Context: an optimization exercise on an open-source flow, tuned for small area, a short achievable clock period and few clock cycles. The choices shown serve that exercise and are no tape-out recipe.
Where RTL was checked, it was by simulation tests only, not by an equivalence proof against the original.
Power figures rest on the tool's default switching activity, not on a simulated workload.

==> flow/design.v (excerpt) <==
module accq_top (
  input  logic        clk_i,
  input  logic        rst_ni,
  input  logic        cmd_valid_i,
  input  logic [9:0]  cmd_i,
  output logic        cmd_ready_o,
  input  logic        psum_valid_i,
  input  logic [31:0] psum_i,
  output logic        psum_ready_o,
  input  logic        norm_valid_i,
  input  logic [12:0] norm_i,
  output logic        norm_ready_o,
  output logic        out_valid_o,
  output logic [63:0] out_o,
  input  logic        out_ready_i,
  output logic        busy_o
);
Settings: LEC_CHECK=0, ABC_AREA=1, CAP_MARGIN=20, CORE_MARGIN=2, CORE_UTILIZATION=60, SLEW_MARGIN=20; clock period 10.0 ns.
standard.sh (not shown) runs the stock make flow with config.mk's settings and CLKGATE_MAP_FILE= SYNTH_SCRIPT=/design/flow/synth_recipe.tcl, a recipe that flattens the netlist after the stock synthesis.
==> flow/flow/run.sh <==
#!/bin/bash
# Own flow: the standard layout (standard.sh, standard synthesis unchanged) with
#  - port buffers of buf_2 instead of the default delay buffer,
#  - a clock tree without dummy loads, built from clkbuf_8,
#  - a tighter setup repair target.
# make's own output goes to standard_flow.log; ORFS keeps each step's log under orfs/logs.
set -euo pipefail
bash standard.sh \
  "BUFFER_PORTS_ARGS=-buffer_cell sky130_fd_sc_hd__buf_2" \
  "CTS_ARGS=-sink_clustering_enable -repair_clock_nets -dont_use_dummy_load -buf_list sky130_fd_sc_hd__clkbuf_8 -sink_clustering_size 16 -sink_clustering_max_diameter 60" \
  "SETUP_SLACK_MARGIN=7.0" \
  finish > standard_flow.log 2>&1
Testbench counts at the start, summed over its fixed seeds: cycles 13,168.
Edit:
==> flow/run.sh (new file) <==
#!/bin/bash
# synth_recipe.tcl (not shown) runs the flow's synth.tcl, then flattens the netlist and writes it again
# the make line also repeats each setting of config.mk as NAME=value (left out here)
make -C /OpenROAD-flow-scripts/flow DESIGN_CONFIG=/design/flow/config.mk WORK_HOME=/design/flow/orfs CLKGATE_MAP_FILE= SYNTH_SCRIPT=/design/flow/synth_recipe.tcl finish
CTS_BUF_LIST = sky130_fd_sc_hd__clkbuf_8   (was unset)
CTS_CLUSTER_DIAMETER = 60   (was unset)
CTS_CLUSTER_SIZE = 16   (was unset)
SETUP_SLACK_MARGIN = 5   (was unset)
removed: flow/flow/run.sh
removed: flow/standard.sh
=>
- worst setup slack loses 530 ps
- first-iteration DRC count came out lower by roughly a tenth
- clock power came out higher by about a fifth
- clock-buffer cell count is unchanged
- total power came out lower slightly
- via count came out lower by a few percent
- cell area came out lower by a few percent
- combinational power came out lower by roughly a tenth
- maximum frequency came out lower by about a fifth
Edit:
==> flow/flow/run.sh (new file) <==
#!/bin/bash
# Own flow: the standard layout (standard.sh, standard synthesis unchanged) with
#  - port buffers of buf_2 instead of the default delay buffer,
#  - a clock tree without dummy loads, built from clkbuf_8,
#  - a tighter setup repair target.
# make's own output goes to standard_flow.log; ORFS keeps each step's log under orfs/logs.
set -euo pipefail
bash standard.sh \
  "BUFFER_PORTS_ARGS=-buffer_cell sky130_fd_sc_hd__buf_2" \
  "CTS_ARGS=-sink_clustering_enable -repair_clock_nets -dont_use_dummy_load -buf_list sky130_fd_sc_hd__clkbuf_8 -sink_clustering_size 16 -sink_clustering_max_diameter 60" \
  "SETUP_SLACK_MARGIN=6.85" \
  finish > standard_flow.log 2>&1
==> flow/standard.sh (new file) <==
#!/bin/bash
# synth_recipe.tcl (not shown) runs the flow's synth.tcl, then flattens the netlist and writes it again
# the make line also repeats each setting of config.mk as NAME=value (left out here)
make -C /OpenROAD-flow-scripts/flow DESIGN_CONFIG=/design/flow/config.mk WORK_HOME=/design/flow/orfs CLKGATE_MAP_FILE= SYNTH_SCRIPT=/design/flow/synth_recipe.tcl "${@:-finish}"
CTS_BUF_LIST = unset   (was sky130_fd_sc_hd__clkbuf_8)
CTS_CLUSTER_DIAMETER = unset   (was 60)
CTS_CLUSTER_SIZE = unset   (was 16)
SETUP_SLACK_MARGIN = unset   (was 5)
removed: flow/run.sh
Maximum frequency goes up by 15%.
Clock power goes down by 18%.
Design area goes down by 0.36%.
First-iteration DRC count goes up by 12%.
Edit:
--- a/flow/flow/run.sh
+++ b/flow/flow/run.sh
@@ -10,3 +10,3 @@
   "CTS_ARGS=-sink_clustering_enable -repair_clock_nets -dont_use_dummy_load -buf_list sky130_fd_sc_hd__clkbuf_8 -sink_clustering_size 16 -sink_clustering_max_diameter 60" \
-  "SETUP_SLACK_MARGIN=6.85" \
+  "SETUP_SLACK_MARGIN=6.7" \
   finish > standard_flow.log 2>&1
Core utilization falls by 1.3 points.
Die area does not change.
Wire length falls by 2.0%.
Total power falls by 1.3%.
Worst setup slack gains 20 ps.
Non-clock buffer count falls by 29.
Design area falls by 1.9%.
Via count falls by 1.1%.
First-iteration DRC count falls by about 2%.
Register-to-register slack loses 100 ps.
Maximum frequency rises by 0.63%.
Edit:
CAP_MARGIN = 10   (was 20)
SLEW_MARGIN = 10   (was 20)
=>
- The changed run went through all stages and came out clean
- via count increases by 0.62%
- wire length came out higher by about 2.7%
- clock power climbs by about 0.5%
Edit:
CAP_MARGIN = 20   (was 10)
SLEW_MARGIN = 20   (was 10)
TNS_END_PERCENT = 20   (was unset)
After rerunning: Non-clock buffer count drops by 7. Setup slack is worse by 39 ps. Combinational power stays flat.

Setup of T:
Another version of the RTL of accq_top (not shown whole).
For scale: about 2800 cells after synthesis.
Settings: LEC_CHECK=0, ABC_AREA=1, CAP_MARGIN=20, CORE_MARGIN=2, CORE_UTILIZATION=60, CTS_BUF_LIST=sky130_fd_sc_hd__clkbuf_8, CTS_CLUSTER_SIZE=30, SLEW_MARGIN=20; clock period 10.0 ns.
run.sh (not shown) runs the stock make flow with config.mk's settings and CLKGATE_MAP_FILE= SYNTH_SCRIPT=/design/flow/synth_recipe.tcl, a recipe that flattens the netlist after the stock synthesis.
Stock flow here: none of the scripts above is used.
Edits applied to the flow inputs when going from T to P:
# T
export LEC_CHECK = 0
export ABC_AREA = 1
export CAP_MARGIN = 20
export CORE_MARGIN = 2
export CORE_UTILIZATION = 60
export CTS_BUF_LIST = sky130_fd_sc_hd__clkbuf_8
export CTS_CLUSTER_SIZE = 30
export SLEW_MARGIN = 20
create_clock -name core_clock -period 10.0 [get_ports {clk_i}]
# P
export LEC_CHECK = 0
export ABC_AREA = 1
export CAP_MARGIN = 20
export CORE_MARGIN = 2
export CORE_UTILIZATION = 60
export SLEW_MARGIN = 20
create_clock -name core_clock -period 10.0 [get_ports {clk_i}]
Results
Looking at clock-cell share of area across T and P, the one that comes out higher is P. Against T as the reference, P delivers a lower share of power burned in registers. Compared P vs T, and worst-case hold slack is down in P. T → P: slew at the pin closest to its max-slew limit lost 0.012 ns; worst setup slack lost 0.064 ns; combined global-route utilization of all metal layers neither gained nor lost much; maximum vdd drop lost 0.0000065 V. Diff T -> P | total via count after detailed routing | down slightly. Number of clock-tree buffers in the layout: P vs T down 24. P can be clocked slower than T. Diff P..T | sequential share of layout area | negligible.
No functional check of the RTL was part of any run of this note.

red:
accq_top, a different RTL version from the one above (not shown whole).
Size: ~500 flip-flops, ~130 I/O pins, ~25000 sq um of cells after synthesis.
export LEC_CHECK = 0
export ABC_AREA = 1
export CAP_MARGIN = 20
export CORE_MARGIN = 2
export CORE_UTILIZATION = 60
export SLEW_MARGIN = 20
create_clock -name core_clock -period 10.0 [get_ports {clk_i}]
standard.sh (not shown) runs the stock make flow with config.mk's settings and CLKGATE_MAP_FILE= SYNTH_SCRIPT=/design/flow/synth_recipe.tcl, a recipe that flattens the netlist after the stock synthesis.
==> flow/flow/run.sh <==
#!/bin/bash
# Own flow: the standard layout (standard.sh, standard synthesis unchanged) with
#  - port buffers of buf_2 instead of the default delay buffer,
#  - a clock tree without dummy loads, built from clkbuf_8,
#  - a tighter setup repair target.
# make's own output goes to standard_flow.log; ORFS keeps each step's log under orfs/logs.
set -euo pipefail
bash standard.sh \
  "BUFFER_PORTS_ARGS=-buffer_cell sky130_fd_sc_hd__buf_2" \
  "CTS_ARGS=-sink_clustering_enable -repair_clock_nets -dont_use_dummy_load -buf_list sky130_fd_sc_hd__clkbuf_8" \
  "SETUP_SLACK_MARGIN=6.6" \
  finish > standard_flow.log 2>&1
Testbench counts of red, summed over its fixed seeds: cycles 13,168.
#### Input delta (blue over red)
==> flow/run.sh (new file) <==
#!/bin/bash
# synth_recipe.tcl (not shown) runs the flow's synth.tcl, then flattens the netlist and writes it again
# the make line also repeats each setting of config.mk as NAME=value (left out here)
make -C /OpenROAD-flow-scripts/flow DESIGN_CONFIG=/design/flow/config.mk WORK_HOME=/design/flow/orfs CLKGATE_MAP_FILE= SYNTH_SCRIPT=/design/flow/synth_recipe.tcl finish
removed: flow/flow/run.sh
removed: flow/standard.sh
### Flow results
Compared blue vs red, and cell internal power dissipation is up in blue. In blue, the combinational share of power came out 2.6 points below the value in red. Summary of blue over red: growth of design area from synthesis to finish moved up; routed length per placed instance moved down; wire length of the first global-routing pass level; met2 track utilization from global routing level. Of red and blue, blue shows the lower share of final-layout standard cells stronger than drive strength 1, with red above it. blue — total of plain and repair buffers excluding clock buffers 15 lower, red as reference. Number of diodes added for antenna fixing was lower in the run labelled red.
Modified inputs, green compared to blue
==> flow/flow/run.sh (new file) <==
#!/bin/bash
# Own flow: the standard layout (standard.sh, standard synthesis unchanged) with
#  - port buffers of buf_2 instead of the default delay buffer,
#  - a clock tree without dummy loads, built from clkbuf_8,
#  - a tighter setup repair target.
# make's own output goes to standard_flow.log; ORFS keeps each step's log under orfs/logs.
set -euo pipefail
bash standard.sh \
  "BUFFER_PORTS_ARGS=-buffer_cell sky130_fd_sc_hd__buf_2" \
  "CTS_ARGS=-sink_clustering_enable -repair_clock_nets -dont_use_dummy_load -buf_list sky130_fd_sc_hd__clkbuf_8" \
  "SETUP_SLACK_MARGIN=6.3" \
  finish > standard_flow.log 2>&1
==> flow/standard.sh (new file) <==
#!/bin/bash
# synth_recipe.tcl (not shown) runs the flow's synth.tcl, then flattens the netlist and writes it again
# the make line also repeats each setting of config.mk as NAME=value (left out here)
make -C /OpenROAD-flow-scripts/flow DESIGN_CONFIG=/design/flow/config.mk WORK_HOME=/design/flow/orfs CLKGATE_MAP_FILE= SYNTH_SCRIPT=/design/flow/synth_recipe.tcl "${@:-finish}"
removed: flow/run.sh
Results
- From blue to green the numbers moved as follows: first-iteration DRC count has decreased, final-layout clock buffer total went up by about 23%, area taken by flip-flops and latches saw little to no change, fmax moved up.
- The final reports for green and blue show non-clock buffer count higher in the former.
- | sequential share of layout area | green vs blue | 2.0 points higher |
- Summary of green over blue: arrival time at the worst endpoint fell 0.84 ns; wire length of the first global-routing pass fell about 1.3%.
- The total track usage of green and that of blue are within noise of each other.
- Total design power improves in green relative to blue.
Inputs modified between green and orange:
diff --git a/flow/flow/run.sh b/flow/flow/run.sh
--- a/flow/flow/run.sh
+++ b/flow/flow/run.sh
@@ -10,3 +10,3 @@
   "CTS_ARGS=-sink_clustering_enable -repair_clock_nets -dont_use_dummy_load -buf_list sky130_fd_sc_hd__clkbuf_8" \
-  "SETUP_SLACK_MARGIN=6.3" \
+  "SETUP_SLACK_MARGIN=6.9" \
   finish > standard_flow.log 2>&1
Results
- orange: combinational group share of total power is 3.0 points higher than what green reported.
- Higher area growth from synthesis to layout was reported by orange, not green.
- From green to orange the numbers moved as follows: met1 global-route usage went up 0.37 points, global-route usage went up 1.4 points.
- orange ended up with a higher highest clock rate than green did.
- The higher placed instance area came out of orange.
- Compared with green, in orange clock network power share went down by 1.2 points, share of the core filled with cells went up by 4.1 points.

-- separate check: timing with driven ports --
The flow's constraints put no driver on any port. The routed layouts listed below were extracted and timed again, unchanged, in two steps.
Step 1 assumes that a clkbuf_16 drives the clock port and a buf_2 every other input.
Step 2, shift: input delay + t, output delay - t, t = (earliest + latest rising clock arrival at the registers) / 2. This alone moves slack from input paths to output paths.
a / b / c = no drivers / after step 1 / after step 2; a / b = the first two.
run | shift t [ns] | setup slack, ns | worst setup path after step 2 | worst data-port slew with drivers (ns)
the first run of note 1 | 0.653 | 6.794 / 6.741 / 6.509 | input to register | 0.06
the second run of note 1 | 0.676 | 6.265 / 6.257 / 5.618 | input to register | 0.04
the third run of note 1 | 0.657 | 6.747 / 6.696 / 6.400 | input to register | 0.04
the fourth run of note 1 | 0.653 | 6.768 / 6.716 / 6.226 | input to register | 0.06
the fifth run of note 1 | 0.662 | 6.761 / 6.707 / 6.358 | input to register | 0.06
the sixth run of note 1 | 0.655 | 6.721 / 6.709 / 6.105 | input to register | 0.06
T | 0.714 | 6.012 / 6.044 / 5.330 | input to register | 0.06
P | 0.659 | 5.948 / 5.984 / 5.325 | input to register | 0.06
red | 0.682 | 6.656 / 6.673 / 6.003 | input to register | 0.05
blue | 0.657 | 5.587 / 5.615 / 4.958 | input to register | 0.06
green | 0.692 | 6.525 / 6.525 / 5.935 | input to register | 0.06
orange | 0.691 | 6.781 / 6.724 / 6.345 | input to register | 0.04
After both steps setup and hold are still met in every run listed. For T, which loses most, drivers alone change the setup slack by +0.032 ns; drivers and shift together by -0.682 ns.
